Context: an optimization exercise on an open-source flow, tuned for small area, a short achievable clock period and few clock cycles per item. The choices shown serve that exercise and are no tape-out recipe. The RTL was checked by simulation tests, not by an equivalence proof against the original design. No activity file was given, so power comes from the tool's default toggle rates.

==> flow/flow/run.sh <==
#!/bin/bash
# The standard layout, with the port buffers made from buf_2 cells
# instead of the delay buffers buffer_ports picks by default.
set -euo pipefail
export BUFFER_PORTS_ARGS="-buffer_cell sky130_fd_sc_hd__buf_2"
bash standard.sh > standard_flow.log 2>&1
==> flow/standard.sh <==
#!/bin/bash
# synth_recipe.tcl (not shown) runs the flow's synth.tcl, then flattens the netlist and writes it again
# the make line also repeats each setting of config.mk as NAME=value (left out here)
make -C /OpenROAD-flow-scripts/flow DESIGN_CONFIG=/design/flow/config.mk WORK_HOME=/design/flow/orfs CLKGATE_MAP_FILE= SYNTH_SCRIPT=/design/flow/synth_recipe.tcl "${@:-finish}"
==> flow/config.mk <==
export PLATFORM = sky130hd
export DESIGN_NAME = pkt_loopback_top
export DESIGN_NICKNAME = pkt_loopback_top
export VERILOG_FILES = /design/flow/design.v
export SDC_FILE = /design/flow/constraint.sdc
export NUM_CORES = 4
export LEC_CHECK = 0
export ABC_AREA = 1
export CAP_MARGIN = 20
export CORE_MARGIN = 2
export CORE_UTILIZATION = 40
export CTS_CLUSTER_DIAMETER = 100
export CTS_CLUSTER_SIZE = 28
export SETUP_SLACK_MARGIN = 3.15
export SLEW_MARGIN = 20
==> flow/constraint.sdc <==
create_clock -name core_clock -period 5.5 [get_ports {rd_clk}]
set_input_delay 1.1000 -clock core_clock [delete_from_list [all_inputs] [get_ports {rd_clk}]]
set_output_delay 1.1000 -clock core_clock [all_outputs]
set_load 0.01 [all_outputs]
==> flow/design.v <==
package pkt_pkg;
  localparam int DATA_W  = 64;
  localparam int EMPTY_W = 3;
  typedef logic [DATA_W-1:0]  data_t;
  typedef logic [EMPTY_W-1:0] empty_t;
  typedef struct packed {
    logic   sop;
    logic   eop;
    empty_t empty;
    data_t  data;
  } beat_t;
  typedef enum logic [1:0] {
    TX_IDLE = 2'd0,
    TX_LOAD = 2'd1,
    TX_SEND = 2'd2,
    TX_DONE = 2'd3
  } tx_state_t;
endpackage
`timescale 1ns/1ps
module pkt_loopback_top #(
  parameter int FIFO_DEPTH = 8,
  parameter int MAX_BEATS  = 16
) (
  input  logic  rd_clk,
  input  logic  rd_rst_n,
  input  logic  rx_valid,
  output logic  rx_ready,
  input  pkt_pkg::beat_t rx_beat,
  input  logic  tx_enable,
  input  logic  tx_ready,
  output logic  tx_valid,
  output pkt_pkg::beat_t tx_beat
);
  localparam int N  = MAX_BEATS;
  localparam int PW = $clog2(N);
  localparam int CW = $clog2(N + 1);
  localparam int EW = pkt_pkg::DATA_W + pkt_pkg::EMPTY_W + 1;
  logic [EW-1:0] ring [0:N-1];
  logic [PW-1:0] dh;        
  logic          dh0;       
  logic [PW-1:0] dt;        
  logic [CW-1:0] count;     
  logic [CW-1:0] ccount;    
  logic          rdy_n;     
  logic          wsel_n;    
  logic          tv;        
  pkt_pkg::beat_t ob;       
  logic          drop;      
  logic          last_eop;  
  logic          en_seen;   
  logic          empty;
  logic          one;
  logic          full;
  logic          ccnz;
  logic          cc_one;
  logic          dt1;
  logic          ovf;
  logic          acc;
  logic          store;     
  logic          discard;
  logic          commit;
  logic          take;      
  logic          fire;
  logic          new_head;
  logic          drop_nxt;
  logic          high;      
  logic [CW-1:0] count_nxt;
  logic [pkt_pkg::DATA_W-1:0] rd_data;
  logic [pkt_pkg::DATA_W-1:0] rd_inc;
  logic          rdy_0;
  logic          rdy_s;
  logic          rdy_t;
  logic          rdy_st;
  logic          wsel_s;
  logic          wsel_t;
  logic [EW-1:0] wr_ent;
  assign empty   = (count == '0);
  assign one     = (count == CW'(1));
  assign full    = (count == CW'(N));
  assign high    = (count >= CW'(N - 1));
  assign ccnz    = (ccount != '0);
  assign cc_one  = (ccount == CW'(1));
  assign dt1     = (dt == PW'(1));
  assign ovf     = full && !ccnz;
  assign acc     = rx_valid && !rdy_n;
  assign store   = acc && !drop && !ovf;
  assign discard = acc && !drop && ovf;
  assign commit  = store && rx_beat.eop;
  assign fire    = tv && tx_ready;
  assign take    = dh0 && en_seen && (!tv || tx_ready) && !empty &&
                   (ccnz || commit);
  assign new_head = store && (empty || (take && one));
  assign drop_nxt = (acc && (drop || ovf)) ? !rx_beat.eop : drop;
  always_comb begin
    count_nxt = count;
    if (discard) begin
      count_nxt = '0;
    end else if (store && !take) begin
      count_nxt = count + 1'b1;
    end else if (take && !store) begin
      count_nxt = count - 1'b1;
    end
  end
  assign rdy_0  = (full && !ccnz) || (!full && (empty || dt1));
  assign rdy_s  = !high || (!ccnz && !rx_beat.eop);
  assign rdy_t  = one || dt1;
  assign rdy_st = !full || !(rx_beat.eop || (ccnz && !cc_one));
  assign wsel_s = (count != CW'(N - 1));
  assign wsel_t = one || dt1;
  assign wr_ent = {rx_beat.eop,
                   rx_beat.eop ? rx_beat.empty : pkt_pkg::EMPTY_W'(0),
                   rx_beat.data};
  always_ff @(posedge rd_clk or negedge rd_rst_n) begin
    if (!rd_rst_n) begin
      dh       <= '0;
      dh0      <= 1'b1;
      dt       <= '0;
      count    <= '0;
      ccount   <= '0;
      rdy_n    <= 1'b0;
      wsel_n   <= 1'b0;
      tv       <= 1'b0;
      drop     <= 1'b0;
      last_eop <= 1'b1;
      en_seen  <= 1'b0;
    end else begin
      if (new_head) begin
        dh  <= PW'(N - 2);
        dh0 <= 1'b0;
      end else if (take) begin
        dh  <= '0;
        dh0 <= 1'b1;
      end else begin
        dh  <= dh - 1'b1;
        dh0 <= (dh == PW'(1));
      end
      if (store || discard || (take && one) || empty) begin
        dt <= '0;
      end else begin
        dt <= dt - 1'b1;
      end
      count <= count_nxt;
      if (commit) begin
        ccount <= count_nxt;
      end else if (take) begin
        ccount <= ccount - 1'b1;
      end
      if (drop_nxt || discard) begin
        rdy_n <= 1'b0;
      end else begin
        case ({store, take})
          2'b00:   rdy_n <= !rdy_0;
          2'b10:   rdy_n <= !rdy_s;
          2'b01:   rdy_n <= !rdy_t;
          default: rdy_n <= !rdy_st;
        endcase
      end
      if (discard) begin
        wsel_n <= 1'b0;
      end else begin
        case ({store, take})
          2'b00:   wsel_n <= !(!full && (empty || dt1));
          2'b10:   wsel_n <= !wsel_s;
          2'b01:   wsel_n <= !wsel_t;
          default: wsel_n <= full;
        endcase
      end
      tv       <= take || (tv && !tx_ready);
      en_seen  <= en_seen || tx_enable;
      drop     <= drop_nxt;
      if (take) begin
        last_eop <= ring[1][EW-1];
      end
    end
  end
  assign rd_data = ring[1][pkt_pkg::DATA_W-1:0];
  always_comb begin
    logic [pkt_pkg::DATA_W-1:0] pre;
    pre = rd_data;
    for (int l = 1; l < pkt_pkg::DATA_W; l = l * 2) begin
      for (int i = 0; i < pkt_pkg::DATA_W; i++) begin
        if ((i / l) % 2 == 1) begin
          pre[i] = pre[i] & pre[(i / l) * l - 1];
        end
      end
    end
    rd_inc = rd_data ^ {pre[pkt_pkg::DATA_W-2:0], 1'b1};
  end
  always_ff @(posedge rd_clk) begin
    for (int i = 0; i < N - 1; i++) begin
      ring[i] <= ring[i+1];
    end
    ring[N-1] <= wsel_n ? ring[0] : wr_ent;
  end
  always_ff @(posedge rd_clk or negedge rd_rst_n) begin
    if (!rd_rst_n) begin
      ob <= '0;
    end else if (take) begin
      ob <= {last_eop, ring[1][EW-1:pkt_pkg::DATA_W], rd_inc};
    end else if (fire) begin
      ob <= '0;
    end
  end
  assign rx_ready = !rdy_n;
  assign tx_valid = tv;
  assign tx_beat  = ob;
endmodule
==> results of run 1 <==
[Yosys cell counts, types with 3 or more instances]
library cell,instances
dfxtp_1,1088
nand2_1,406
dfrtp_1,92
nand3_1,84
inv_1,72
nor2_1,45
o21ai_0,32
nor3_1,21
nand4_1,19
ha_1,18
clkbuf_1,17
buf_2,16
a21o_1,11
a22o_1,11
xnor2_1,9
xor2_1,9
or2_2,8
a21oi_1,7
a32o_1,7
nor4_1,7
nand2_2,6
o31ai_1,5
and3_1,4
buf_6,4
inv_2,4
a31oi_1,3
o21ai_1,3
[repair_timing]
action                                  in CTS  in global routing
pin swaps                                    4                  2
setup buffers                                6                 21
cloned                                       2                  3
endpoints found under the setup margin      88                112
hold buffers                                 0                  0
resized for setup                           24                 36
[state kept, by name, indices dropped and copies added, names as in the netlist]
register	flops
ccount	5
count	5
dh	4
dh0	1
drop	1
dt	4
en_seen	1
last_eop	1
ob	69
rdy_n	1
ring	1088
tv	1
wsel_n	1
[cell type report]
cell class | instances | area, sq um | area share, %
Clock buffer | 70 | 1330 | 4.17
Clock inverter | 6 | 98.8 | 0.311
Inverter | 76 | 295 | 0.928
Multi-Input combinational cell | 734 | 3670 | 11.5
Timing Repair Buffer | 178 | 1130 | 3.54
Tap cell | 940 | 1180 | 3.70
Sequential cell | 1182 | 24100 | 75.8
[metal layers]
layer  vias up  global-route usage (%)  wire length [um]
li1       6725                       -                 -
met1      6462                    17.7             23000
met2       299                    18.9             19600
met3        81                    3.00              2540
met4         0                    4.66              1350
met5         -                       0                 0
[worst max path at each step]
stage	from	endpoint	slack, ns	cells past startpoint
global placement	rx_valid	ob[57]	2.21	11
global route	ob[29]	tx_beat[29]	3.11	1
floorplan	rx_valid	wsel_n	3.19	12
finish	ob[29]	tx_beat[29]	3.18	1
CTS	count[0]	wsel_n	3.09	11
detailed placement	rx_valid	wsel_n	2.26	11
[through the flow]
| step | power, mW | utilization (%) | hold slack (ns) | cell area (sq um) |
|---|---|---|---|---|
| 2_1_floorplan | 15.3 | - | 0.310 | 28200 |
| 6_report | 20.8 | 45.5 | 0.310 | 31800 |
| 5_1_grt | 22.1 | 45.5 | 0.311 | 31800 |
| 3_5_place_dp | 16.7 | 42.8 | 0.312 | 29900 |
| 3_3_place_gp | 16.4 | 42.8 | 0.310 | 29900 |
| 4_1_cts | 21.0 | 45.1 | 0.308 | 31500 |
[logic make-up (layout without fill, tap and decap cells)]
logic type,Yosys count,count (layout)
compound gates,83,83
buf+inv,117,330
fa+ha+maj,18,18
xor+xnor,18,18
flops,1182,1182
simple gates,611,615
[power by group]
group	total [mW]	internal [mW]	switching, mW
Combinational	2.52	0.929	1.59
Sequential	14.1	12.9	1.28
Clock	4.18	1.73	2.45
==> summary.md, run 1 <==
| Metric | Value |
|---|---|
| Number of synthesized flops with an enable pin | `0` |
| Worst-case reg-to-reg path depth | `10` |
| Max frequency | `between 400 and 500 MHz` |
| Power Density | `roughly 650 nW/um^2` |
| Share of the synthesized area in the top cell type | `~77%` |
| PortBufs | `approximately 140` |
| Worst r2r dst | `ob[33]` |
| Min-delay worst type | `flip-flop to flip-flop` |
| Syn. warnings | `2` |
| CP max FO | `2` |
| CP Capture Type | `output pin` |
| Reg-to-Reg Start | `ring[1][0]` |
| DP Wirelength | `roughly 28000 um` |
| Commonest non-fill, non-tap cell in the layout | `dfxtp_1` |
| Minimum clock period after layout | `~2.3 ns` |
| Slew Viols, Final | `0` |
| Crit path launch type | `flip-flop` |
| Mean post-synth cell area | `13.9 sq um` |
| RSZ-0062 raised after global routing | `yes` |
| Hold Path End | `ring[12][32]` |
| First-pass GRT wire length | `72300 um` |
| Via count | `about 14000` |
| DR iter-0 viols | `1000` |
| Post-synth top flop | `dfxtp_1` |
| R2r setup slk | `3.26 ns` |
| Max-cap viol count | `0` |
| Synthesized area | `between 20000 and 30000 sq um` |
| Pre-CTS setup slack | `~2.3 ns` |
| Peak VDD IR | `approximately 0.30 mV` |
| DRC | `0` |
| Die Ht | `between 200 and 300 um` |
| Area Growth Syn to Fin | `13.0%` |
| DIE AREA | `72600 sq um` |
| Setup tns final | `0 ns` |
| Die Width | `~270 um` |
| Syn_nets | `between 2000 and 2500` |
| Layout Cells excl Fill | `between 3000 and 4000` |
| Placed cell count | `roughly 3000` |
| Post-Synth Simple-Gate Area | `9.26%` |
| Clock Path Buffers | `3` |
| Drt total wl | `around 46000 um` |
| Num ports | `145` |
| Register bit total from synthesis | `around 1200` |
| Clock Tree Root | `clkbuf_16` |
| # H-tree levels | `2` |
| TritonCTS Sinks | `around 1200` |
| Ant. Diodes | `0` |
| Fillers | `between 6000 and 7000` |
| Initial Util | `40.3%` |
| Final Cycle Share | `between 40% and 50%` |
| Wire per inst | `approximately 15 um` |
| Total CTS buffers | `49` |
| Final ANT Viol Nets | `0` |
| Max incr delay on CP | `0.43 ns` |
| Multiplexer area fraction after synthesis | `0%` |
| Top cells by area, synth | `dfxtp_1, dfrtp_1, nand2_1` |
| Most frequent cells in the layout | `dfxtp_1, nand2_1, buf_2, dfrtp_1, nand3_1` |
| Cell-by-cell listing of the critical path | `buf_2` |
| Hold Crit Depth | `0` |
| Final nets | `around 2300` |
| Max-slew headroom | `a little over a third` |
| Largest net degree at the start of global routing | `69` |
| Initial antenna violation count | `0` |
| Post-synthesis sequential area ratio | `between 80% and 90%` |
| Worst Tran Pin Value | `around 0.97 ns` |
| Synth Area in XOR/XNOR | `less than 1%` |
| Grt ovf | `0` |
| Yosys cell types | `42` |
| Final hold violations | `0` |
| Routability cong. | `0.799` |
| Clock transition at the registers of the reported paths | `roughly 0.10 ns` |
| Synth Area in Compound Gates | `between 1.5 and 2%` |
| Req. time, crit path | `approximately 4.4 ns` |
| Vias in the first global route | `13400` |
| CP top delay family | `flip-flops` |
| CORE AREA | `69900 sq um` |
| Vias per std cell | `around 4.3` |
| Main combinational cell family by area after synthesis | `simple AND/OR/NAND/NOR gates` |
| Hold_sp | `ring[13][32]` |
| FFs w/ async S/R, synth | `7.95%` |
| Adder-cell area share of the yosys netlist | `0.799%` |
| WP data arrival | `1.22 ns` |
| Share of layout cells above drive strength 1 | `around 13%` |
| Synth Instances | `between 2000 and 2500` |
| Area leader, netlist | `dfxtp_1` |
| Critical Setup Path Class | `flip-flop to output pin` |
| Outcome | `finished clean` |
| CP max-delay cell | `dfrtp_1` |
| Floorplan row count | `97` |
| Leakage | `14.1 nW` |
| Final setup margin | `roughly 3.2 ns` |
| Clock skew | `between 0.04 and 0.05 ns` |
| Crit path buffers/inverters | `1` |
| CTS tree | `done` |
| DR pass1 iterations | `5` |
| Worst skew pair latency | `0.63 ns` |
| Gr usage total | `between 10% and 20%` |
| Final-report setup violation count | `0` |
Testbench counts, summed over its fixed seeds: cycles 14,877, items 14,749.
==> run 2, diff against run 1 <==
--- a/flow/config.mk
+++ b/flow/config.mk
@@ -9,5 +9,5 @@
 export CAP_MARGIN = 20
 export CORE_MARGIN = 2
-export CORE_UTILIZATION = 40
+export CORE_UTILIZATION = 65
 export CTS_CLUSTER_DIAMETER = 100
 export CTS_CLUSTER_SIZE = 28
==> run 2 against run 1 <==
  * Still clean on timing, DRC and antenna
  * Synthesized cell count unchanged
  * Combinational power decreased by 2%
  * Sequential power about the same
  * Via count fell by 0.60%
  * Largest cell class unchanged
  * Highest routed layer unchanged
==> summary.md, run 2 <==
| Metric | Value |
|---|---|
| Outcome | `finished clean` |
| Worst Tran Pin Value | `0.972 ns` |
| DP Wirelength | `around 26000 um` |
| Die Width | `around 210 um` |
| Clock transition at the registers of the reported paths | `0.11 ns` |
| Dominant cell by count in the synthesized netlist | `dfxtp_1` |
| Synth Instances | `just over 2000` |
| Max frequency | `430 MHz` |
| Post-synth top flop | `dfxtp_1` |
| CORE AREA | `42900 sq um` |
| CP top delay family | `flip-flops` |
| Clock skew | `between 0.02 and 0.025 ns` |
| # H-tree levels | `2` |
| Share of the synthesized area in the top cell type | `about 77%` |
| Syn. warnings | `2` |
| Commonest non-fill, non-tap cell in the layout | `dfxtp_1` |
| Minimum clock period after layout | `2.33 ns` |
| Layout Cells excl Fill | `approximately 2800` |
| Net Sw Frac | `25.6%` |
| Die Ht | `between 200 and 250 um` |
| Gr usage total | `about a fifth` |
| Yosys cell types | `42` |
| Register bit total from synthesis | `1182` |
| PortBufs | `143` |
| Top reg by flops | `ring` |
| Initial antenna violation count | `0` |
| Num ports | `145` |
| TritonCTS Sinks | `about 1200` |
| Grt ovf | `0` |
| Power Density | `664 nW/um^2` |
| Sequential Power Share | `68.5%` |
| WP data arrival | `between 1 and 1.5 ns` |
| CP max FO | `2` |
| Worst skew pair latency | `about 0.63 ns` |
| DR pass1 iterations | `5` |
| FFs w/ async S/R, synth | `7.95%` |
| Crit path launch type | `flip-flop` |
| Peak VDD IR | `0.450 mV` |
| Wire per inst | `15.9 um` |
| Final Cycle Share | `42.3%` |
| Final-report setup violation count | `0` |
| Total CTS buffers | `48` |
| Max incr delay on CP | `about 0.44 ns` |
| CP Capture Type | `output pin` |
| Ant. Diodes | `0` |
| Area leader, netlist | `dfxtp_1` |
| Max-cap viol count | `0` |
| Cell-by-cell listing of the critical path | `buf_2` |
| Syn_nets | `between 2000 and 2500` |
| Hold-fix buffers, CTS | `0` |
| Clk pwr share | `around a fifth` |
| Floorplan row count | `76` |
| CTS tree | `done` |
| Fillers | `2860` |
| Slew Viols, Final | `0` |
| Area Growth Syn to Fin | `10.7%` |
| Setup tns final | `0 ns` |
| Leakage | `13.9 nW` |
| Via count | `13500` |
| NetSw | `about 5.3 mW` |
| Final nets | `between 2000 and 2500` |
| Final ANT Viol Nets | `0` |
| Share of layout cells above drive strength 1 | `about an eighth` |
| Critical Setup Path Class | `flip-flop to output pin` |
| First-pass GRT wire length | `66500 um` |
| Synthesized area | `between 20000 and 30000 sq um` |
| Min-delay worst type | `flip-flop to flip-flop` |
| Routability cong. | `about 0.79` |
| Drt total wl | `around 45000 um` |
| RSZ-0062 raised after global routing | `yes` |
| DR iter-0 viols | `between 900 and 1000` |
| Initial Util | `65.7%` |
| Pint | `roughly 15 mW` |
| Number of synthesized flops with an enable pin | `0` |
| Max-slew headroom | `35.2%` |
| Most frequent cells in the layout | `dfxtp_1, nand2_1, buf_2, dfrtp_1, nand3_1` |
| DIE AREA | `about 45000 sq um` |
| Largest net degree at the start of global routing | `70` |
| Req. time, crit path | `4.40 ns` |
| Post-synthesis sequential area ratio | `between 80% and 90%` |
| Final hold violations | `0` |
| Largest registers | `ring (1088), ob (69)` |
| Logic pwr share | `12.0%` |
| Largest register FFs | `1088` |
| CP max-delay cell | `dfrtp_1` |
| Crit path buffers/inverters | `1` |
| Mean post-synth cell area | `roughly 14 sq um` |
| Vias in the first global route | `12700` |
| Placed cell count | `approximately 2700` |
| Clock Tree Root | `clkbuf_16` |
| Top cells by area, synth | `dfxtp_1, dfrtp_1, nand2_1` |
| DRC | `0` |
| List of most frequent post-synthesis cells | `dfxtp_1, nand2_1, dfrtp_1` |
| Vias per std cell | `~4.8` |
| Clock Path Buffers | `3` |
## run 2: per-stage QoR
stage	setup slack, ns	power (mW)	utilization [%]	hold WS, ns	cell area (sq um)
after CTS	3.13	20.7	72.2	0.318	30900
after detailed placement	2.17	16.6	68.7	0.312	29500
after global placement	2.25	16.4	68.7	0.310	29500
final	3.17	20.7	72.7	0.313	31200
after floorplan	3.19	15.3	-	0.310	28200
after global routing	3.06	21.8	72.7	0.319	31200
## run 2: final timing paths
path / start / end / slack, ns / cells past startpoint
worst max-delay path: ob[31] / tx_beat[31] / 3.17 / 1
min in group asynchronous: rd_rst_n / ob[11] / 0.58 / 1
worst max register to register: ring[1][9] / ob[34] / 3.18 / 10
worst min-delay path: ring[15][10] / ring[14][10] / 0.31 / 0
max in group asynchronous: rd_rst_n / last_eop / 3.86 / 2
worst min register to register: ring[15][10] / ring[14][10] / 0.31 / 0
## run 2: final cells by class
| type | instances | area (sq um) | area share [%] |
|---|---|---|---|
| Clock buffer | 68 | 1280 | 4.09 |
| Clock inverter | 3 | 55.1 | 0.177 |
| Inverter | 76 | 309 | 0.991 |
| Multi-Input combinational cell | 733 | 3660 | 11.7 |
| Sequential cell | 1182 | 24100 | 77.4 |
| Tap cell | 585 | 732 | 2.35 |
| Timing Repair Buffer | 167 | 1000 | 3.21 |
| Timing Repair inverter | 1 | 8.76 | 0.0281 |
## run 2: kinds of logic (layout without fill, tap and decap cells)
family,Yosys count,after routing,share of synthesized area (%)
flip-flops,1182,1182,85.7
AO/OA/AOI/OAI,83,83,1.94
XOR/XNOR,18,18,0.560
AND/OR/NAND/NOR,611,614,9.26
buffers and inverters,117,315,1.76
adder cells (fa/ha/maj),18,18,0.799
## run 2: power by group through the flow
stage / clock network, mW / logic, mW / registers [mW]
after floorplan: 0 / 1.41 / 13.9
after global placement: 0 / 2.18 / 14.2
after detailed placement: 0 / 2.24 / 14.4
after CTS: 4.13 / 2.34 / 14.3
after global routing: 4.45 / 2.78 / 14.6
final: 4.03 / 2.48 / 14.2
## run 2: routing by layer
metal	track usage [%]	share of wire [%]
met1	27.9	49
met2	29.2	44
met3	3.56	4.8
met4	6.31	2.3
met5	0	0
## run 2: repair_timing
item,CTS,global route
setup endpoints to repair,104,52
setup buffers,4,11
pin swaps,3,7
endpoints found under the hold margin,0,0
resized for setup,27,25
cloned,0,6
==> run 3, diff against run 2 <==
--- a/flow/design.v
+++ b/flow/design.v
@@ -174,16 +174,26 @@
     end
   end
+  localparam int NG = pkt_pkg::DATA_W / 8;
+  logic [NG-1:0] rd_grp;    
+  always_ff @(posedge rd_clk) begin
+    for (int g = 0; g < NG; g++) begin
+      rd_grp[g] <= &ring[2][8*g +: 8];
+    end
+  end
   assign rd_data = ring[1][pkt_pkg::DATA_W-1:0];
   always_comb begin
-    logic [pkt_pkg::DATA_W-1:0] pre;
-    pre = rd_data;
-    for (int l = 1; l < pkt_pkg::DATA_W; l = l * 2) begin
-      for (int i = 0; i < pkt_pkg::DATA_W; i++) begin
-        if ((i / l) % 2 == 1) begin
-          pre[i] = pre[i] & pre[(i / l) * l - 1];
-        end
-      end
-    end
-    rd_inc = rd_data ^ {pre[pkt_pkg::DATA_W-2:0], 1'b1};
+    logic lo_grp;
+    logic lo_bit;
+    for (int g = 0; g < NG; g++) begin
+      lo_grp = 1'b1;
+      for (int h = 0; h < g; h++) begin
+        lo_grp = lo_grp & rd_grp[h];
+      end
+      lo_bit = 1'b1;
+      for (int b = 0; b < 8; b++) begin
+        rd_inc[8*g+b] = rd_data[8*g+b] ^ (lo_grp & lo_bit);
+        lo_bit = lo_bit & rd_data[8*g+b];
+      end
+    end
   end
   always_ff @(posedge rd_clk) begin
--- a/flow/config.mk
+++ b/flow/config.mk
@@ -9,5 +9,5 @@
 export CAP_MARGIN = 20
 export CORE_MARGIN = 2
-export CORE_UTILIZATION = 65
+export CORE_UTILIZATION = 40
 export CTS_CLUSTER_DIAMETER = 100
 export CTS_CLUSTER_SIZE = 28
==> run 3 against run 2 <==
  * Still clean on timing, DRC and antenna
  * Count of clock-buffer cells in the layout is 5 higher
  * Cell area is 1.2% higher
  * Via count is 5.8% lower
  * Worst setup slack better by 0.0024 ns
  * Die area is 60% higher
  * Hold slack worse by 0.0089 ns
  * Synthesized area is 0.76% lower
  * Power is 1.0% higher
  * First-iteration DRC count is 38% lower
  * Global-route usage is 6.7 points lower
  * Critical path type unchanged
==> summary.md, run 3 <==
| Metric | Value |
|---|---|
| CTS tree | `done` |
| Placed cell count | `slightly below 3000` |
| Clock Path Buffers | `3` |
| Hold Crit Depth | `0` |
| CP max FO | `2` |
| Top cells by area, synth | `dfxtp_1, dfrtp_1, nand2_1` |
| Register bit total from synthesis | `between 1000 and 1500` |
| Floorplan row count | `96` |
| Final Cycle Share | `42.3%` |
| Worst-case reg-to-reg path depth | `12` |
| Critical path depth in cells | `1` |
| List of most frequent post-synthesis cells | `dfxtp_1, nand2_1, dfrtp_1` |
| CP top delay family | `flip-flops` |
| Final nets | `approximately 2200` |
| Largest registers | `ring (1088), ob (69), rd_grp (7)` |
| PortBufs | `143` |
| Initial Util | `roughly two fifths` |
| Routability cong. | `slightly below 0.8` |
| Max frequency | `~430 MHz` |
| Slew Viols, Final | `0` |
| Clock Tree Root | `clkbuf_16` |
| First-pass GRT wire length | `slightly below 70000 um` |
| Most frequent cells in the layout | `dfxtp_1, nand2_1, buf_2, dfrtp_1, inv_1` |
| Mean post-synth cell area | `about 15 sq um` |
| # H-tree levels | `2` |
| Minimum clock period after layout | `2.32 ns` |
| Total CTS buffers | `roughly 50` |
| Layout Cells excl Fill | `roughly 3100` |
| Critical Setup Path Class | `flip-flop to output pin` |
| Wire per inst | `about 15 um` |
| Final hold slack | `about 0.30 ns` |
| Post-Route Utilization | `45.8%` |
| DIE AREA | `72000 sq um` |
| Dominant cell by count in the synthesized netlist | `dfxtp_1` |
| Area Growth Syn to Fin | `12.9%` |
| Synth Instances | `~1900` |
| Max incr delay on CP | `0.45 ns` |
| Yosys cell types | `42` |
| Number of synthesized flops with an enable pin | `0` |
| FFs w/ async S/R, synth | `about 8%` |
| Final ANT Viol Nets | `0` |
| Top reg by flops | `ring` |
| CP max-delay cell | `dfrtp_1` |
| Outcome | `finished clean` |
| Crit path from | `ob[48]` |
| Largest net degree at the start of global routing | `50` |
| TritonCTS Sinks | `around 1200` |
| Area leader, netlist | `dfxtp_1` |
| Clock transition at the registers of the reported paths | `~0.1 ns` |
| Share of layout cells above drive strength 1 | `13.5%` |
| Fillers | `about 6100` |
| Post-synthesis sequential area ratio | `just under 90%` |
| Max-cap viol count | `0` |
| Final-report setup violation count | `0` |
| Gr usage total | `~12%` |
| Min-delay worst type | `flip-flop to flip-flop` |
| Die Ht | `around 270 um` |
| Via count | `12700` |
| Commonest non-fill, non-tap cell in the layout | `dfxtp_1` |
| Crit path buffers/inverters | `1` |
| CORE AREA | `around 69000 sq um` |
| Crit path launch type | `flip-flop` |
| Worst skew pair latency | `0.64 ns` |
| Leakage | `around 14 nW` |
| DR iter-0 viols | `just under 600` |
| DR pass1 iterations | `6` |
| DRC | `0` |
| Largest register FFs | `1088` |
| WP data arrival | `between 1 and 1.5 ns` |
| Ant. Diodes | `0` |
| Setup tns final | `0 ns` |
| Drt total wl | `45200 um` |
| Peak VDD IR | `~0.28 mV` |
| Num ports | `about 150` |
| Final hold violations | `0` |
| DP Wirelength | `between 20000 and 30000 um` |
| Hold-fix buffers, CTS | `0` |
| Die Width | `between 200 and 300 um` |
| Req. time, crit path | `between 4 and 5 ns` |
| Grt ovf | `0` |
| Syn. warnings | `2` |
| Synthesized area | `~28000 sq um` |
| Syn_nets | `around 2000` |
| Vias per std cell | `between 4 and 5` |
| Power, Total | `between 20 and 25 mW` |
| Hold_sp | `ring[10][61]` |
| Worst Tran Pin Value | `between 0.7 and 0.8 ns` |
| Post-synth top flop | `dfxtp_1` |
| CP Capture Type | `output pin` |
| Share of the synthesized area in the top cell type | `78.4%` |
| Cell-by-cell listing of the critical path | `buf_6` |
| RSZ-0062 raised after global routing | `yes` |
| Power Density | `663 nW/um^2` |
| Clock skew | `roughly 0.031 ns` |
| Reg-to-Reg Start | `ccount[0]` |
| Initial antenna violation count | `1` |
| Max-slew headroom | `between 40 and 50%` |
| Vias in the first global route | `about 13000` |
[run 3: final timing paths]
check | slack, ns | end
max in group asynchronous | 3.74 | wsel_n
setup reg to reg | 3.29 | ob[7]
hold reg to reg | 0.30 | ring[9][61]
setup / recovery | 3.18 | tx_beat[48]
hold / removal | 0.30 | ring[9][61]
min in group asynchronous | 0.52 | ob[30]
[run 3: power by group]
| part | total (mW) | switching [mW] | internal (mW) |
|---|---|---|---|
| clock network | 4.26 | 2.46 | 1.79 |
| registers | 14.2 | 1.33 | 12.8 |
| logic | 2.50 | 1.54 | 0.956 |
[run 3: cell families after synthesis]
logic type	after synthesis	share of synthesized area, %
AO/OA/AOI/OAI	101	2.50
XOR/XNOR	16	0.501
adder cells (fa/ha/maj)	25	1.12
buffers and inverters	95	1.41
flip-flops	1189	86.8
AND/OR/NAND/NOR	479	7.64
[run 3: cell type report]
cell class | instances | area [sq um] | share of cell area [%]
sequential | 1189 | 24300 | 76.9
multi-input combinational | 622 | 3350 | 10.6
clock buffer | 73 | 1360 | 4.31
tap | 931 | 1160 | 3.69
timing repair buffer | 170 | 1060 | 3.37
inverter | 63 | 255 | 0.809
clock inverter | 4 | 85.1 | 0.270
timing repair inverter | 1 | 8.76 | 0.0277
[run 3: per-layer routing]
layer | up-vias | track usage (%) | part of all wire, %
met4 | 0 | 4.49 | 2.9
met3 | 89 | 3.19 | 5.2
met2 | 190 | 19.3 | 44
met1 | 6068 | 16.7 | 48
li1 | 6354 | - | -
met5 | - | 0 | 0
[run 3: metrics by stage]
stage	setup slack, ns	cell area (sq um)
after floorplan	3.17	28000
after global placement	2.16	29700
after detailed placement	2.05	29700
after CTS	3.14	31300
after global routing	3.12	31600
final	3.18	31600
[run 3: timing repair]
item | in CTS | in global routing
gates resized for setup | 17 | 16
setup buffers | 3 | 16
endpoints found under the setup margin | 68 | 69
pin swaps | 1 | 1
hold endpoints to repair | 0 | 0
cloned | 2 | 2
Testbench counts of run 3, summed over its fixed seeds: cycles 14,877, items 14,749.
==> run 4, diff against run 3 <==
--- a/flow/config.mk
+++ b/flow/config.mk
@@ -9,7 +9,8 @@
 export CAP_MARGIN = 20
 export CORE_MARGIN = 2
-export CORE_UTILIZATION = 40
+export CORE_UTILIZATION = 75
 export CTS_CLUSTER_DIAMETER = 100
 export CTS_CLUSTER_SIZE = 28
+export PLACE_DENSITY = 0.8
 export SETUP_SLACK_MARGIN = 3.15
 export SLEW_MARGIN = 20
==> run 4 against run 3 <==
  * Wire length grew 5.7%
  * Via count grew 3.0%
  * Register-to-register slack lost 0.05 ns
  * Non-clock buffer count shrank 10
  * Global-route usage grew 12 points
  * Sequential power is essentially flat
  * Power grew 0.18%
  * Combinational power is essentially flat
  * First-iteration DRC count grew 28%
  * Critical path type unchanged
  * Largest cell class unchanged
==> summary.md, run 4 <==
| Metric | Value |
|---|---|
| Die Width | `197 um` |
| Commonest non-fill, non-tap cell in the layout | `dfxtp_1` |
| Most frequent cells in the layout | `dfxtp_1, nand2_1, buf_2, dfrtp_1, inv_1` |
| Largest register FFs | `between 1000 and 1500` |
| Register bit total from synthesis | `around 1200` |
| Drt total wl | `roughly 48000 um` |
| Req. time, crit path | `4.40 ns` |
| Initial Util | `76.2%` |
| CTS tree | `done` |
| Dominant cell by count in the synthesized netlist | `dfxtp_1` |
| DR pass1 iterations | `5` |
| Final hold violations | `0` |
| Net Sw Frac | `26.4%` |
| Share of the synthesized area in the top cell type | `78.4%` |
| Peak VDD IR | `around 0.55 mV` |
| Max frequency | `435 MHz` |
| Via count | `roughly 13000` |
| Post-synthesis sequential area ratio | `approximately 87%` |
| First-pass GRT wire length | `about 71000 um` |
| Final Cycle Share | `around two fifths` |
| Logic pwr share | `between 10% and 20%` |
| DRC | `0` |
| Fillers | `1782` |
| Worst Tran Pin Value | `about 0.95 ns` |
| Reg-to-Reg Start | `ring[1][0]` |
| Final-report setup violation count | `0` |
| Top reg by flops | `ring` |
| Minimum clock period after layout | `approximately 2.3 ns` |
| Max-cap viol count | `0` |
| Grt ovf | `0` |
| Initial antenna violation count | `2` |
| Die Ht | `between 150 and 200 um` |
| Num ports | `around 150` |
| CP Capture Type | `output pin` |
| Clock transition at the registers of the reported paths | `between 0.1 and 0.15 ns` |
| Area Growth Syn to Fin | `9.96%` |
| Total CTS buffers | `48` |
| Vias per std cell | `~5.1` |
| FF/Latch Area | `24300 sq um` |
| Yosys cell types | `42` |
| List of most frequent post-synthesis cells | `dfxtp_1, nand2_1, dfrtp_1` |
| Setup tns final | `0 ns` |
| Clock skew | `0.0258 ns` |
| Pint | `15.4 mW` |
| Wire per inst | `between 15 and 20 um` |
| Clock Path Buffers | `3` |
| Syn_nets | `2004` |
| Crit path launch type | `flip-flop` |
| Floorplan row count | `70` |
| Area leader, netlist | `dfxtp_1` |
| Gr usage total | `approximately a quarter` |
| Number of synthesized flops with an enable pin | `0` |
| TritonCTS Sinks | `between 1000 and 1500` |
| Worst skew pair latency | `0.62 ns` |
| Hold_sp | `ring[3][59]` |
| Routability cong. | `approximately 0.77` |
| CORE AREA | `36700 sq um` |
| Largest net degree at the start of global routing | `69` |
| DP Wirelength | `about 26000 um` |
| Synth Instances | `roughly 1900` |
| Multi-input logic area | `3330 sq um` |
| Critical Setup Path Class | `flip-flop to output pin` |
| Synthesized area | `28000 sq um` |
| Final ANT Viol Nets | `0` |
| Crit path from | `rdy_n` |
| # H-tree levels | `2` |
| Leakage | `13.7 nW` |
| PortBufs | `between 100 and 150` |
| Clock Tree Root | `clkbuf_16` |
| Vias in the first global route | `13700` |
| WP data arrival | `between 1 and 1.5 ns` |
| DIE AREA | `38800 sq um` |
| NetSw | `roughly 5.5 mW` |
| Slew Viols, Final | `0` |
| Mean post-synth cell area | `14.7 sq um` |
| Final nets | `roughly 2200` |
| DR iter-0 viols | `743` |
| Min-delay worst type | `flip-flop to flip-flop` |
| Syn. warnings | `2` |
| Clk pwr share | `19.6%` |
| Power Density | `681 nW/um^2` |
| Sequential Power Share | `68.6%` |
| Post-synth top flop | `dfxtp_1` |
| Share of layout cells above drive strength 1 | `~13%` |
| Outcome | `finished clean` |
| Max-slew headroom | `between 30% and 40%` |
| FFs w/ async S/R, synth | `just under 8%` |
| Largest registers | `ring (1088), ob (69), rd_grp (7)` |
| Final hold slack | `around 0.32 ns` |
| RSZ-0062 raised after global routing | `no` |
| CP max FO | `2` |
| Top cells by area, synth | `dfxtp_1, dfrtp_1, nand2_1` |
run 4: critical path: stages, from the launching register on:
cell and delay [ns]:
dfrtp_1 0.39, inv_2 0.07, buf_2 0.13
run 4: area by class of cell:
cell class,count,area share (%)
diodes,1,0.00814
repair buffers,160,3.09
multi-input cells,621,10.8
clock buffers,74,4.29
flip-flops and latches,1189,79.0
well taps,468,1.90
repair inverters,1,0.0285
clock inverters,1,0.0529
inverters,63,0.822
run 4: layer usage:
layer | part of all wire [%] | vias to the layer above | wire [um] | GRT usage [%]
li1 | - | 6335 | - | -
met2 | 50 | 295 | 23800 | 41.8
met4 | 2.8 | 2 | 1320 | 9.41
met3 | 3.8 | 87 | 1810 | 3.72
met5 | 0.027 | - | 13 | 0
met1 | 44 | 6357 | 20900 | 31.5
run 4: timing repair:
action	in CTS	in global routing
resized for setup	13	12
setup endpoints to repair	66	59
buffers inserted	1	6
hold endpoints to repair	0	0
gates cloned	1	3
pin swaps	1	1
hold buffers	0	0
run 4: final timing paths:
kind | endpoint | slack, ns | depth (start not counted)
setup / recovery | rx_ready | 3.20 | 2
hold / removal | ring[2][59] | 0.32 | 0
setup reg to reg | ob[7] | 3.24 | 8
hold reg to reg | ring[2][59] | 0.32 | 0
max in group asynchronous | last_eop | 3.83 | 2
min in group asynchronous | ob[30] | 0.61 | 1
run 4: logic make-up after synthesis:
| logic type | share of synthesized area (%) |
|---|---|
| buffers and inverters | 1.41 |
| AND/OR/NAND/NOR | 7.64 |
| flip-flops | 86.8 |
| AO/OA/AOI/OAI | 2.50 |
| adder cells (fa/ha/maj) | 1.12 |
| XOR/XNOR | 0.501 |
run 4: power groups by stage:
stage	combinational [mW]	clock [mW]	sequential, mW
after floorplan	1.35	0	13.9
after global placement	2.04	0	14.2
after detailed placement	2.16	0	14.4
after CTS	2.33	4.15	14.4
after global routing	2.70	4.44	14.7
final	2.47	4.11	14.4
run 4: through the flow:
step	instances	utilization (%)	total power, mW	cell area, sq um	worst slack, ns
2_1_floorplan	1905	-	15.2	28000	3.17
3_3_place_gp	2491	79.5	16.2	29200	2.40
3_5_place_dp	2491	79.5	16.6	29200	2.30
4_1_cts	2568	83.4	20.9	30600	3.15
5_1_grt	2578	83.8	21.9	30700	3.12
6_report	2578	83.8	21.0	30700	3.20
==> run 5, diff against run 4 <==
--- a/flow/config.mk
+++ b/flow/config.mk
@@ -9,8 +9,7 @@
 export CAP_MARGIN = 20
 export CORE_MARGIN = 2
-export CORE_UTILIZATION = 75
+export CORE_UTILIZATION = 65
 export CTS_CLUSTER_DIAMETER = 100
 export CTS_CLUSTER_SIZE = 28
-export PLACE_DENSITY = 0.8
-export SETUP_SLACK_MARGIN = 3.15
+export SETUP_SLACK_MARGIN = 3.22
 export SLEW_MARGIN = 20
==> run 5 against run 4 <==
  * Still clean
  * Cell area up 1.7%
  * Clock skew down 0.0049 ns
  * Clock power down 1%
  * Wire length down 11%
  * Synthesized area unchanged
  * Power down 0.63%
  * Core utilization down 9.7 points
  * Critical endpoint is now tx_beat[43]
  * Largest power group unchanged
  * Highest routed layer is now met4
==> summary.md, run 5 <==
| Metric | Value |
|---|---|
| Hold-fix buffers, CTS | `0` |
| Setup tns final | `0 ns` |
| Clock Tree Root | `clkbuf_16` |
| Final-report setup violation count | `0` |
| Area leader, netlist | `dfxtp_1` |
| PortBufs | `143` |
| Top cells by area, synth | `dfxtp_1, dfrtp_1, nand2_1` |
| Max incr delay on CP | `approximately 0.45 ns` |
| Grt ovf | `0` |
| Max frequency | `approximately 430 MHz` |
| CORE AREA | `between 40000 and 50000 sq um` |
| Cell-by-cell listing of the critical path | `buf_2` |
| Number of synthesized flops with an enable pin | `0` |
| DIE AREA | `44700 sq um` |
| Crit path from | `ob[43]` |
| Final nets | `around 2200` |
| CP max FO | `2` |
| First-pass GRT wire length | `around 66000 um` |
| Worst skew pair latency | `between 0.6 and 0.7 ns` |
| Minimum clock period after layout | `2.31 ns` |
| Dominant cell by count in the synthesized netlist | `dfxtp_1` |
| Design area | `between 30000 and 40000 sq um` |
| Register bit total from synthesis | `approximately 1200` |
| Routability cong. | `~0.76` |
| Vias per std cell | `4.73` |
| Peak VDD IR | `0.443 mV` |
| Clk pwr share | `roughly 20%` |
| Largest net degree at the start of global routing | `a little under 70` |
| Reg-to-Reg Start | `rd_grp[0]` |
| Multi-input logic area | `roughly 3400 sq um` |
| Min-delay worst type | `flip-flop to flip-flop` |
| Wire per inst | `about 16 um` |
| Num ports | `about 150` |
| CP top delay family | `flip-flops` |
| Largest register FFs | `1088` |
| Sequential Power Share | `about two thirds` |
| Power Density | `666 nW/um^2` |
| Die Width | `211 um` |
| Final hold slack | `roughly 0.32 ns` |
| Clock Path Buffers | `3` |
| RSZ-0062 raised after global routing | `yes` |
| Final Cycle Share | `a little over two fifths` |
| WP data arrival | `roughly 1.2 ns` |
| Final hold violations | `0` |
| Post-synth top flop | `dfxtp_1` |
| Top reg by flops | `ring` |
| NetSw | `~5.3 mW` |
| Placed cell count | `2562` |
| Ant. Diodes | `0` |
| Post-synthesis sequential area ratio | `~87%` |
| Net Sw Frac | `25.2%` |
| DR iter-0 viols | `765` |
| List of most frequent post-synthesis cells | `dfxtp_1, nand2_1, dfrtp_1` |
| Via count | `about 13000` |
| Mean post-synth cell area | `14.7 sq um` |
| Drt total wl | `between 40000 and 50000 um` |
| DR pass1 iterations | `5` |
| FFs w/ async S/R, synth | `under 10%` |
| Layout Cells excl Fill | `approximately 2700` |
| Clock transition at the registers of the reported paths | `about 0.1 ns` |
| Logic pwr share | `about an eighth` |
| Max-slew headroom | `38.6%` |
| Crit path buffers/inverters | `1` |
| Post-DP Area | `~29000 sq um` |
| CP Capture Type | `output pin` |
| Crit path launch type | `flip-flop` |
| CTS tree | `done` |
| Synthesized area | `~28000 sq um` |
| Pint | `around 16 mW` |
| Gr usage total | `19.2%` |
| Area Growth Syn to Fin | `11.8%` |
| Max-cap viol count | `0` |
| Largest registers | `ring (1088), ob (69), rd_grp (7)` |
| Total CTS buffers | `48` |
| Pre-CTS setup slack | `around 1.7 ns` |
| Floorplan row count | `75` |
| DRC | `0` |
| Share of the synthesized area in the top cell type | `about four fifths` |
| DP Wirelength | `24400 um` |
| Initial antenna violation count | `0` |
| Req. time, crit path | `4.40 ns` |
| Power, Total | `~21 mW` |
| Worst Tran Pin Value | `0.921 ns` |
| Critical Setup Path Class | `flip-flop to output pin` |
| FF/Latch Area | `24300 sq um` |
| Leakage | `between 10 and 15 nW` |
| Final ANT Viol Nets | `0` |
| CP max-delay cell | `dfrtp_1` |
| Yosys cell types | `42` |
| Fillers | `2775` |
| Vias in the first global route | `between 10000 and 15000` |
| Most frequent cells in the layout | `dfxtp_1, nand2_1, buf_2, dfrtp_1, buf_4` |
| Share of layout cells above drive strength 1 | `15.0%` |
| Clock skew | `around 0.021 ns` |
| Post-Route Utilization | `roughly 74%` |
| Commonest non-fill, non-tap cell in the layout | `dfxtp_1` |
| Outcome | `finished clean` |
| Hold_sp | `ring[11][57]` |
| Syn_nets | `2004` |
| Die Ht | `about 210 um` |
| Final setup margin | `3.19 ns` |
| # H-tree levels | `2` |
| Initial Util | `about two thirds` |
| Synth Instances | `between 1500 and 2000` |
| Syn. warnings | `2` |
| TritonCTS Sinks | `around 1200` |
| Slew Viols, Final | `0` |
run 5: cell counts after synthesis:
No cell type changed its count.
run 5: cell type report:
class                   instances  share of cell area (%)
inverters                      63                   0.808
repair inverters                2                  0.0560
multi-input cells             622                    10.8
repair buffers                206                    4.23
clock buffers                  74                    4.22
flip-flops and latches       1189                    77.7
clock inverters                 1                  0.0520
well taps                     539                    2.16
run 5: layer usage:
metal	vias to the layer above	track usage [%]	part of all wire, %
li1	6429	-	-
met5	-	0	0
met2	193	30.4	45
met3	76	3.34	3.4
met1	6062	27.6	49
met4	0	5.56	2.4
run 5: repair_timing:
action | 4_1_cts | 5_1_grt
gates cloned | 4 | 0
setup buffers | 20 | 35
endpoints found under the setup margin | 131 | 127
gates resized for setup | 30 | 18
pin swaps | 1 | 5
run 5: power groups by stage:
stage / Sequential (mW) / Combinational, mW / Clock (mW)
finish: 14.2 / 2.59 / 4.05
floorplan: 13.9 / 1.35 / 0
global placement: 14.2 / 2.06 / 0
global route: 14.6 / 2.86 / 4.47
CTS: 14.2 / 2.47 / 4.16
detailed placement: 14.3 / 2.13 / 0
run 5: logic make-up after synthesis:
kind of cell             synth area share, %
XOR/XNOR                               0.501
adder cells (fa/ha/maj)                 1.12
AO/OA/AOI/OAI                           2.50
flip-flops                              86.8
buffers and inverters                   1.41
AND/OR/NAND/NOR                         7.64
run 5: worst paths after layout:
kind,slack (ns),to,depth (start not counted)
setup / recovery,3.19,tx_beat[43],1
hold / removal,0.32,ring[10][57],0
setup reg to reg,3.35,ob[62],12
hold reg to reg,0.32,ring[10][57],0
max in group asynchronous,3.78,count[2],2
min in group asynchronous,0.61,ob[29],1
==> run 6, diff against run 5 <==
--- a/flow/config.mk
+++ b/flow/config.mk
@@ -12,4 +12,5 @@
 export CTS_CLUSTER_DIAMETER = 100
 export CTS_CLUSTER_SIZE = 28
-export SETUP_SLACK_MARGIN = 3.22
+export PLACE_DENSITY = 0.75
+export SETUP_SLACK_MARGIN = 3.15
 export SLEW_MARGIN = 20
==> run 6 against run 5 <==
  * Register-to-register slack got worse by 0.03 ns
  * Core utilization is 1.1 points lower
  * Combinational power is 8.9% lower
  * Cell count down 1.9%
  * Count of clock-buffer cells in the layout is 1 lower
  * First-iteration DRC count is 8.8% lower
  * Global-route usage about the same
  * Clock power barely moved
  * Worst setup slack gained 0.0026 ns
  * Die area is the same
  * Sequential share of layout area is 1.2 points higher
==> summary.md, run 6 <==
| Metric | Value |
|---|---|
| Cell-by-cell listing of the critical path | `buf_2` |
| CP Capture Type | `output pin` |
| Crit path buffers/inverters | `1` |
| Routability cong. | `~0.80` |
| Clock Path Buffers | `3` |
| Via count | `roughly 13000` |
| Clock transition at the registers of the reported paths | `approximately 0.11 ns` |
| Max-cap viol count | `0` |
| DIE AREA | `between 40000 and 50000 sq um` |
| Ant. Diodes | `0` |
| Syn. warnings | `2` |
| Floorplan row count | `75` |
| Critical Setup Path Class | `flip-flop to output pin` |
| Min-delay worst type | `flip-flop to flip-flop` |
| Largest register FFs | `around 1100` |
| Syn_nets | `2004` |
| Post-Route Utilization | `72.9%` |
| Slew Viols, Final | `0` |
| Most frequent cells in the layout | `dfxtp_1, nand2_1, buf_2, dfrtp_1, inv_1` |
| Hold-fix buffers, CTS | `0` |
| Leakage | `around 14 nW` |
| Fillers | `2737` |
| Number of synthesized flops with an enable pin | `0` |
| Yosys cell types | `42` |
| Commonest non-fill, non-tap cell in the layout | `dfxtp_1` |
| DR iter-0 viols | `698` |
| Grt ovf | `0` |
| Drt total wl | `between 40000 and 50000 um` |
| CP max FO | `2` |
| Outcome | `finished clean` |
| Crit path launch type | `flip-flop` |
| Num ports | `~150` |
| DRC | `0` |
| Final hold violations | `0` |
| Worst Tran Pin Value | `between 0.9 and 1 ns` |
| Top reg by flops | `ring` |
| CTS tree | `done` |
| Gr usage total | `19.2%` |
| Initial Util | `66.2%` |
| Share of the synthesized area in the top cell type | `78.4%` |
| FFs w/ async S/R, synth | `7.91%` |
| Area leader, netlist | `dfxtp_1` |
| Reg-to-Reg Start | `ccount[0]` |
| Minimum clock period after layout | `around 2.3 ns` |
| Mean post-synth cell area | `between 10 and 15 sq um` |
| CP top delay family | `flip-flops` |
| Final nets | `roughly 2200` |
| List of most frequent post-synthesis cells | `dfxtp_1, nand2_1, dfrtp_1` |
| Register bit total from synthesis | `1189` |
| Wire per inst | `approximately 16 um` |
| WP data arrival | `around 1.2 ns` |
| TritonCTS Sinks | `roughly 1200` |
| DP Wirelength | `between 20000 and 30000 um` |
| Synthesized area | `approximately 28000 sq um` |
| Power, Total | `around 21 mW` |
| Final-report setup violation count | `0` |
| Crit path from | `ob[46]` |
| # H-tree levels | `2` |
| Largest net degree at the start of global routing | `69` |
| Final ANT Viol Nets | `0` |
| Post-synth top flop | `dfxtp_1` |
| DR pass1 iterations | `6` |
| Dominant cell by count in the synthesized netlist | `dfxtp_1` |
| Die Width | `between 200 and 250 um` |
| Vias in the first global route | `between 10000 and 15000` |
| First-pass GRT wire length | `around 66000 um` |
| Setup tns final | `0 ns` |
| Synth Instances | `~1900` |
| Top cells by area, synth | `dfxtp_1, dfrtp_1, nand2_1` |
| Hold_sp | `ring[13][62]` |
| Worst skew pair latency | `approximately 0.6 ns` |
| Die Ht | `around 210 um` |
| Max incr delay on CP | `about 0.44 ns` |
| PortBufs | `between 100 and 150` |
| Clock Tree Root | `clkbuf_16` |
| Post-synthesis sequential area ratio | `between 80 and 90%` |
| Total CTS buffers | `48` |
| CORE AREA | `42200 sq um` |
| Area Growth Syn to Fin | `10.1%` |
| Initial antenna violation count | `0` |
| Power Density | `about 670 nW/um^2` |
| Peak VDD IR | `about 0.4 mV` |
| Clock skew | `roughly 0.020 ns` |
| Final Cycle Share | `42.0%` |
| CP max-delay cell | `dfrtp_1` |
| Max-slew headroom | `35.8%` |
| Max frequency | `433 MHz` |
| Req. time, crit path | `4.40 ns` |
| Share of layout cells above drive strength 1 | `12.9%` |
| Vias per std cell | `~4.8` |
| RSZ-0062 raised after global routing | `no` |
| Largest registers | `ring (1088), ob (69), rd_grp (7)` |
-- run 6: stage by stage --
| stage | worst slack [ns] | hold slack [ns] | area [sq um] | std cells |
|---|---|---|---|---|
| 2_1_floorplan | 3.17 | 0.310 | 28000 | 1905 |
| 3_3_place_gp | 2.28 | 0.310 | 29200 | 2561 |
| 3_5_place_dp | 2.18 | 0.312 | 29200 | 2561 |
| 4_1_cts | 3.13 | 0.323 | 30600 | 2639 |
| 5_1_grt | 3.15 | 0.328 | 30800 | 2646 |
| 6_report | 3.19 | 0.322 | 30800 | 2646 |
-- run 6: path summary, 6_finish.rpt --
kind / endpoint / cells past startpoint / slack, ns
setup reg to reg: ob[50] / 12 / 3.32
setup / recovery: tx_beat[46] / 1 / 3.19
hold reg to reg: ring[12][62] / 0 / 0.32
hold / removal: ring[12][62] / 0 / 0.32
min in group asynchronous: ob[28] / 1 / 0.62
max in group asynchronous: ob[53] / 2 / 3.88
-- run 6: report_power, final --
group	internal (mW)	switching [mW]
Clock	1.68	2.38
Sequential	12.8	1.39
Combinational	0.871	1.49
-- run 6: kinds of logic after synthesis --
family / after synthesis / share of synthesized area (%)
adders and majority gates: 25 / 1.12
and+or+nand+nor: 479 / 7.64
DFF: 1189 / 86.8
AOI/OAI and AO/OA: 101 / 2.50
xor gates and xnor gates: 16 / 0.501
buffers and inverters: 95 / 1.41
-- run 6: final cells by class --
type                    count  area [sq um]  share of cell area (%)
well taps                 539           674                    2.19
repair inverters            1          8.76                  0.0285
flip-flops and latches   1189         24300                    78.9
clock inverters             1          16.3                  0.0528
inverters                  63           253                   0.821
repair buffers            158           898                    2.92
multi-input cells         622          3340                    10.8
clock buffers              73          1320                    4.28
-- run 6: what timing repair did --
action	CTS	global route
pin swaps	1	1
endpoints found under the setup margin	71	56
resized for setup	13	13
gates cloned	1	3
setup buffers	3	4
-- run 6: worst reg2reg max path: cells and delay by family (launching register included) --
family	cells	cell delay, ns
AND/OR/NAND/NOR	6	0.74
flip-flops	1	0.41
buffers and inverters	4	0.47
AO/OA/AOI/OAI	1	0.22
adder cells (fa/ha/maj)	1	0.25
-- run 6: per-layer routing --
metal	track usage [%]	wire, um	vias to the layer above
li1	-	-	6327
met1	26.9	20600	6148
met3	3.10	1690	57
met5	0	0	-
met2	31.4	20100	201
met4	5.66	863	0
==> run 7, diff against run 6 <==
--- a/flow/config.mk
+++ b/flow/config.mk
@@ -12,5 +12,5 @@
 export CTS_CLUSTER_DIAMETER = 100
 export CTS_CLUSTER_SIZE = 28
-export PLACE_DENSITY = 0.75
 export SETUP_SLACK_MARGIN = 3.15
 export SLEW_MARGIN = 20
+export TNS_END_PERCENT = 5
==> run 7 against run 6 <==
  * Wire length decreased by 5.5%
  * Still clean on timing, DRC and antenna
  * Largest power group unchanged
  * Core utilization fell by 0.15 points
  * Maximum frequency shrank 0.31%
  * Sequential share of layout area grew 0.16 points
  * Largest cell class unchanged
  * Sequential power hardly changed
==> summary.md, run 7 <==
| Metric | Value |
|---|---|
| Pint | `~15 mW` |
| Area Growth Syn to Fin | `9.89%` |
| Wire per inst | `between 15 and 20 um` |
| Die Ht | `between 200 and 250 um` |
| Max frequency | `about 430 MHz` |
| Clock Path Buffers | `3` |
| Mean post-synth cell area | `14.7 sq um` |
| CORE AREA | `~42000 sq um` |
| Synth Instances | `about 1900` |
| RSZ-0062 raised after global routing | `yes` |
| Largest registers | `ring (1088), ob (69), rd_grp (7)` |
| Power, Total | `just over 20 mW` |
| Share of layout cells above drive strength 1 | `12.5%` |
| Setup tns final | `0 ns` |
| Outcome | `finished clean` |
| Clock Tree Root | `clkbuf_16` |
| TritonCTS Sinks | `~1200` |
| Sequential Power Share | `a little under 70%` |
| Net Sw Frac | `about 25%` |
| Hold Path End | `ring[10][58]` |
| Minimum clock period after layout | `between 2 and 2.5 ns` |
| Hold_sp | `ring[11][58]` |
| Worst-case reg-to-reg path depth | `10` |
| Share of the synthesized area in the top cell type | `78.4%` |
| CP top delay family | `flip-flops` |
| Syn_nets | `between 2000 and 2500` |
| FFs w/ async S/R, synth | `around 7.9%` |
| NetSw | `roughly 5.1 mW` |
| Initial Util | `between 60% and 70%` |
| First-pass GRT wire length | `62700 um` |
| Max-slew headroom | `37.6%` |
| Vias per std cell | `4.76` |
| Crit path launch type | `flip-flop` |
| Worst skew pair latency | `0.60 ns` |
| Post-synth top flop | `dfxtp_1` |
| DIE AREA | `44700 sq um` |
| Synthesized area | `~28000 sq um` |
| Final ANT Viol Nets | `0` |
| R2r setup slk | `roughly 3.2 ns` |
| CP Capture Type | `output pin` |
| List of most frequent post-synthesis cells | `dfxtp_1, nand2_1, dfrtp_1` |
| Reg-to-Reg Start | `count[0]` |
| Register bit total from synthesis | `approximately 1200` |
| Worst r2r dst | `wsel_n` |
| Cell-by-cell listing of the critical path | `inv_1 > buf_2` |
| Num ports | `145` |
| Top reg by flops | `ring` |
| PortBufs | `143` |
| # H-tree levels | `2` |
| Final nets | `2180` |
| Yosys cell types | `42` |
| Number of synthesized flops with an enable pin | `0` |
| Layout Cells excl Fill | `about 2600` |
| Max-cap viol count | `0` |
| Largest net degree at the start of global routing | `between 60 and 70` |
| Drt total wl | `roughly 41000 um` |
| CP max-delay cell | `dfrtp_1` |
| Worst Tran Pin Value | `~0.94 ns` |
| Post-synthesis sequential area ratio | `86.8%` |
| Via count | `~13000` |
| DR pass1 iterations | `5` |
| Final hold violations | `0` |
| Clock skew | `around 0.026 ns` |
| Final Cycle Share | `about 42%` |
| Grt ovf | `0` |
| Area leader, netlist | `dfxtp_1` |
| Gr usage total | `18.2%` |
| DRC | `0` |
| WP data arrival | `around 1.2 ns` |
| Dominant cell by count in the synthesized netlist | `dfxtp_1` |
| CP max FO | `2` |
| Critical Setup Path Class | `flip-flop to output pin` |
| CTS tree | `done` |
| Largest register FFs | `~1100` |
| Commonest non-fill, non-tap cell in the layout | `dfxtp_1` |
| Leakage | `around 14 nW` |
| Ant. Diodes | `0` |
| Initial antenna violation count | `0` |
| Max incr delay on CP | `0.38 ns` |
| Routability cong. | `between 0.7 and 0.8` |
| Placed cell count | `2561` |
| Req. time, crit path | `between 4 and 5 ns` |
| Peak VDD IR | `roughly 0.44 mV` |
| Die Width | `~210 um` |
| Top cells by area, synth | `dfxtp_1, dfrtp_1, nand2_1` |
| DP Wirelength | `about 24000 um` |
| Final-report setup violation count | `0` |
| Syn. warnings | `2` |
| Fillers | `2785` |
| Total CTS buffers | `48` |
| DR iter-0 viols | `between 600 and 700` |
| Power Density | `roughly 670 nW/um^2` |
| Most frequent cells in the layout | `dfxtp_1, nand2_1, buf_2, dfrtp_1, inv_1` |
| Clk pwr share | `between 10% and 20%` |
| Hold-fix buffers, CTS | `0` |
| Clock transition at the registers of the reported paths | `0.10 ns` |
| Crit path buffers/inverters | `2` |
| Floorplan row count | `75` |
| Vias in the first global route | `about 12000` |
| Min-delay worst type | `flip-flop to flip-flop` |
| Slew Viols, Final | `0` |
| Hold Crit Depth | `0` |
| Logic pwr share | `11.3%` |
## run 7: kinds of logic (layout without fill, tap and decap cells)
family | Yosys count | in the layout | share of synthesized area [%]
buf+inv | 95 | 294 | 1.41
fa+ha+maj | 25 | 25 | 1.12
simple gates | 479 | 480 | 7.64
flops | 1189 | 1189 | 86.8
xor+xnor | 16 | 16 | 0.501
compound gates | 101 | 101 | 2.50
## run 7: power groups by stage
stage,clock [mW],sequential (mW),combinational [mW]
finish,4.03,14.1,2.30
floorplan,0,13.9,1.35
global route,4.45,14.6,2.56
global placement,0,14.2,2.07
CTS,4.15,14.2,2.21
detailed placement,0,14.3,2.12
## run 7: how the worst max path moves through the flow
| stage | cells past startpoint | slack [ns] | start | to |
|---|---|---|---|---|
| after floorplan | 11 | 3.17 | rx_valid | ccount[2] |
| after global placement | 8 | 2.25 | rx_valid | ob[61] |
| after global routing | 13 | 3.04 | count[0] | ob[52] |
| after CTS | 14 | 2.92 | count[0] | ccount[0] |
| after detailed placement | 8 | 2.18 | rx_valid | last_eop |
| final | 2 | 3.18 | rdy_n | rx_ready |
## run 7: routing by layer
layer / up-vias / GRT usage, % / share of wire, % / wire [um]
met1: 5984 / 26.6 / 50 / 20400
li1: 6330 / - / - / -
met4: 0 / 5.93 / 2.4 / 995
met3: 67 / 2.79 / 3.5 / 1430
met5: - / 0 / 0 / 0
met2: 192 / 28.3 / 44 / 18100
## run 7: timing repair
item / 4_1_cts / 5_1_grt
gates cloned: 1 / 2
endpoints found under the setup margin: 93 / 72
pin swaps: 1 / 0
buffers inserted: 3 / 3
gates resized for setup: 6 / 13
## run 7: final cells by class
cell class | count | area, sq um | area share, %
clock inverters | 1 | 16.3 | 0.0529
clock buffers | 73 | 1320 | 4.28
flip-flops and latches | 1189 | 24300 | 79.0
repair buffers | 156 | 866 | 2.82
repair inverters | 1 | 8.76 | 0.0285
well taps | 539 | 674 | 2.20
multi-input cells | 622 | 3310 | 10.8
inverters | 63 | 253 | 0.823
## run 7: metrics by stage
| step | instance area [sq um] | hold slack (ns) | util, % | setup slack [ns] |
|---|---|---|---|---|
| 3_3_place_gp | 29200 | 0.310 | 69.2 | 2.25 |
| 6_report | 30700 | 0.318 | 72.7 | 3.18 |
| 3_5_place_dp | 29200 | 0.312 | 69.2 | 2.18 |
| 5_1_grt | 30700 | 0.323 | 72.7 | 3.04 |
| 2_1_floorplan | 28000 | 0.310 | - | 3.17 |
| 4_1_cts | 30600 | 0.321 | 72.5 | 2.92 |
==> run 8, diff against run 7 <==
--- a/flow/config.mk
+++ b/flow/config.mk
@@ -12,5 +12,5 @@
 export CTS_CLUSTER_DIAMETER = 100
 export CTS_CLUSTER_SIZE = 28
+export GPL_TIMING_DRIVEN = 0
 export SETUP_SLACK_MARGIN = 3.15
 export SLEW_MARGIN = 20
-export TNS_END_PERCENT = 5
==> run 8 against run 7 <==
  * Largest cell class unchanged
  * Sequential share of layout area is 0.16 points lower
  * Global-route usage is 2.2 points higher
  * Die area stayed put
  * Count of clock-buffer cells in the layout is 1 higher
  * Still clean on timing, DRC and antenna
  * Critical path type unchanged
  * Highest routed layer unchanged
  * Maximum frequency hardly changed
  * Register-to-register slack better by 0.14 ns
  * Clock skew hardly changed
  * Critical path depth is 1 lower
  * Cell count is 0.79% higher
==> summary.md, run 8 <==
| Metric | Value |
|---|---|
| CP max FO | `2` |
| Power, Total | `slightly above 20 mW` |
| Initial antenna violation count | `0` |
| Syn_nets | `about 2000` |
| Largest net degree at the start of global routing | `just under 60` |
| Max-slew headroom | `46.4%` |
| Number of synthesized flops with an enable pin | `0` |
| Clock transition at the registers of the reported paths | `approximately 0.10 ns` |
| Commonest non-fill, non-tap cell in the layout | `dfxtp_1` |
| Max-cap viol count | `0` |
| Register bit total from synthesis | `between 1000 and 1500` |
| Largest register FFs | `roughly 1100` |
| Clock Tree Root | `clkbuf_16` |
| TritonCTS Sinks | `~1200` |
| Gr usage total | `20.4%` |
| Floorplan row count | `75` |
| Largest registers | `ring (1088), ob (69), rd_grp (7)` |
| CP Capture Type | `output pin` |
| Pre-CTS setup slack | `between 2 and 2.5 ns` |
| Final setup margin | `between 3 and 4 ns` |
| PortBufs | `between 100 and 150` |
| Syn. warnings | `2` |
| DR iter-0 viols | `between 600 and 700` |
| Post-synth top flop | `dfxtp_1` |
| Synth Instances | `between 1500 and 2000` |
| CP top delay family | `flip-flops` |
| Min-delay worst type | `flip-flop to flip-flop` |
| Clock skew | `0.0256 ns` |
| Clk pwr share | `approximately 20%` |
| Ant. Diodes | `0` |
| Leakage | `around 14 nW` |
| NetSw | `approximately 5.3 mW` |
| FFs w/ async S/R, synth | `under 10%` |
| Logic pwr share | `between 10% and 20%` |
| Crit path from | `ob[0]` |
| CTS tree | `done` |
| Post-synthesis sequential area ratio | `approximately 87%` |
| Crit path launch type | `flip-flop` |
| Top cells by area, synth | `dfxtp_1, dfrtp_1, nand2_1` |
| Hold_sp | `ring[12][17]` |
| Sequential Power Share | `between 60% and 70%` |
| CORE AREA | `between 40000 and 50000 sq um` |
| RSZ-0062 raised after global routing | `yes` |
| Area leader, netlist | `dfxtp_1` |
| List of most frequent post-synthesis cells | `dfxtp_1, nand2_1, dfrtp_1` |
| Clock Path Buffers | `3` |
| First-pass GRT wire length | `a little under 70000 um` |
| Setup tns final | `0 ns` |
| Synthesized area | `about 28000 sq um` |
| CP max-delay cell | `dfrtp_1` |
| Pint | `approximately 15 mW` |
| Crit path buffers/inverters | `1` |
| Reg-to-Reg Start | `rd_grp[0]` |
| DIE AREA | `44700 sq um` |
| Final ANT Viol Nets | `0` |
| Grt ovf | `0` |
| Area Growth Syn to Fin | `10.1%` |
| Most frequent cells in the layout | `dfxtp_1, nand2_1, buf_2, dfrtp_1, inv_1` |
| Hold-fix buffers, CTS | `0` |
| Net Sw Frac | `between 20% and 30%` |
| Mean post-synth cell area | `14.7 sq um` |
| Post-DP Area | `between 20000 and 30000 sq um` |
| Share of the synthesized area in the top cell type | `between 70% and 80%` |
| Final-report setup violation count | `0` |
| DR pass1 iterations | `8` |
| Via count | `between 10000 and 15000` |
| Worst Tran Pin Value | `0.805 ns` |
| Critical Setup Path Class | `flip-flop to output pin` |
| Yosys cell types | `42` |
| Drt total wl | `44600 um` |
| Routability cong. | `between 0.7 and 0.8` |
| Peak VDD IR | `~0.38 mV` |
| Die Ht | `211 um` |
| Slew Viols, Final | `0` |
| WP data arrival | `about 1.2 ns` |
| Req. time, crit path | `around 4.4 ns` |
| Max incr delay on CP | `between 0.4 and 0.5 ns` |
| Final hold violations | `0` |
| Top reg by flops | `ring` |
| Cell-by-cell listing of the critical path | `buf_2` |
| Share of layout cells above drive strength 1 | `12.7%` |
| Power Density | `between 600 and 700 nW/um^2` |
| Minimum clock period after layout | `2.32 ns` |
| Total CTS buffers | `between 40 and 50` |
| Dominant cell by count in the synthesized netlist | `dfxtp_1` |
| Die Width | `211 um` |
| Vias per std cell | `approximately 4.7` |
| Outcome | `finished clean` |
| Fillers | `~2800` |
| Vias in the first global route | `between 10000 and 15000` |
| Final Cycle Share | `42.1%` |
| Final nets | `2200` |
| Wire per inst | `around 17 um` |
| Num ports | `roughly 150` |
| Initial Util | `roughly two thirds` |
| DP Wirelength | `slightly below 30000 um` |
| Worst skew pair latency | `slightly above 0.6 ns` |
| Design area | `around 30000 sq um` |
| Max frequency | `approximately 430 MHz` |
| Final hold slack | `between 0.3 and 0.4 ns` |
| DRC | `0` |
| # H-tree levels | `2` |
==> run 8: cell types whose count changed in the layout (fill, tap and decap cells not counted), sizes merged <==
cell    delta
clkbuf    +20
buf        +3
inv        -1
nor2       -1
==> run 8: cell type report <==
class | count | area, sq um | share of cell area [%]
inverter | 63 | 236 | 0.768
clock inverter | 1 | 16.3 | 0.0528
clock buffer | 74 | 1320 | 4.29
timing repair buffer | 146 | 767 | 2.49
tap | 539 | 674 | 2.19
sequential | 1189 | 24300 | 78.9
multi-input combinational | 621 | 3310 | 10.7
buffer | 32 | 184 | 0.598
==> run 8: power by group through the flow <==
stage	Clock [mW]	Sequential, mW	Combinational (mW)
final	4.06	14.2	2.42
after global placement	0	14.1	2.34
after CTS	4.18	14.2	2.41
after floorplan	0	13.9	1.35
after global routing	4.47	14.6	2.69
after detailed placement	0	14.3	2.39
==> run 8: repair_timing <==
action	CTS	global route
gates resized for setup	3	15
buffers inserted	0	3
pin swaps	0	1
endpoints found under the setup margin	22	84
==> run 8: layer usage <==
metal,GRT usage [%],vias up,share of wire (%)
met4,6.97,0,2.6
li1,-,6360,-
met5,0,-,0
met2,32.1,212,44
met3,4.67,59,5.3
met1,28.3,5988,48
==> run 8: final timing paths <==
| check | endpoint | slack [ns] | depth (start not counted) |
|---|---|---|---|
| max | tx_beat[0] | 3.18 | 1 |
| min | ring[11][17] | 0.31 | 0 |
| max reg2reg | ob[62] | 3.33 | 12 |
| min reg2reg | ring[11][17] | 0.31 | 0 |
| max in group asynchronous | last_eop | 4.36 | 2 |
| min in group asynchronous | ob[27] | 0.40 | 1 |
==> run 8: metrics by stage <==
stage / std cells / utilization [%]
final: 2665 / 72.9
after global routing: 2665 / 72.9
after CTS: 2662 / 72.7
after detailed placement: 2587 / 69.6
after global placement: 2586 / 69.5
after floorplan: 1905 / -
==> run 8: cell families (layout without fill, tap and decap cells) <==
group                    after synthesis  in the layout  share of synthesized area (%)
flip-flops                          1189           1189                           86.8
XOR/XNOR                              16             16                          0.501
AND/OR/NAND/NOR                      479            479                           7.64
adder cells (fa/ha/maj)               25             25                           1.12
AO/OA/AOI/OAI                        101            101                           2.50
buffers and inverters                 95            316                           1.41

Check on run 8: ideal ports give 3.183 ns setup slack; a clkbuf_16 on the clock port and buf_2 on the inputs give 3.124 ns; moving port delays by the midpoint clock arrival (0.658 ns) as well gives 2.751 ns.
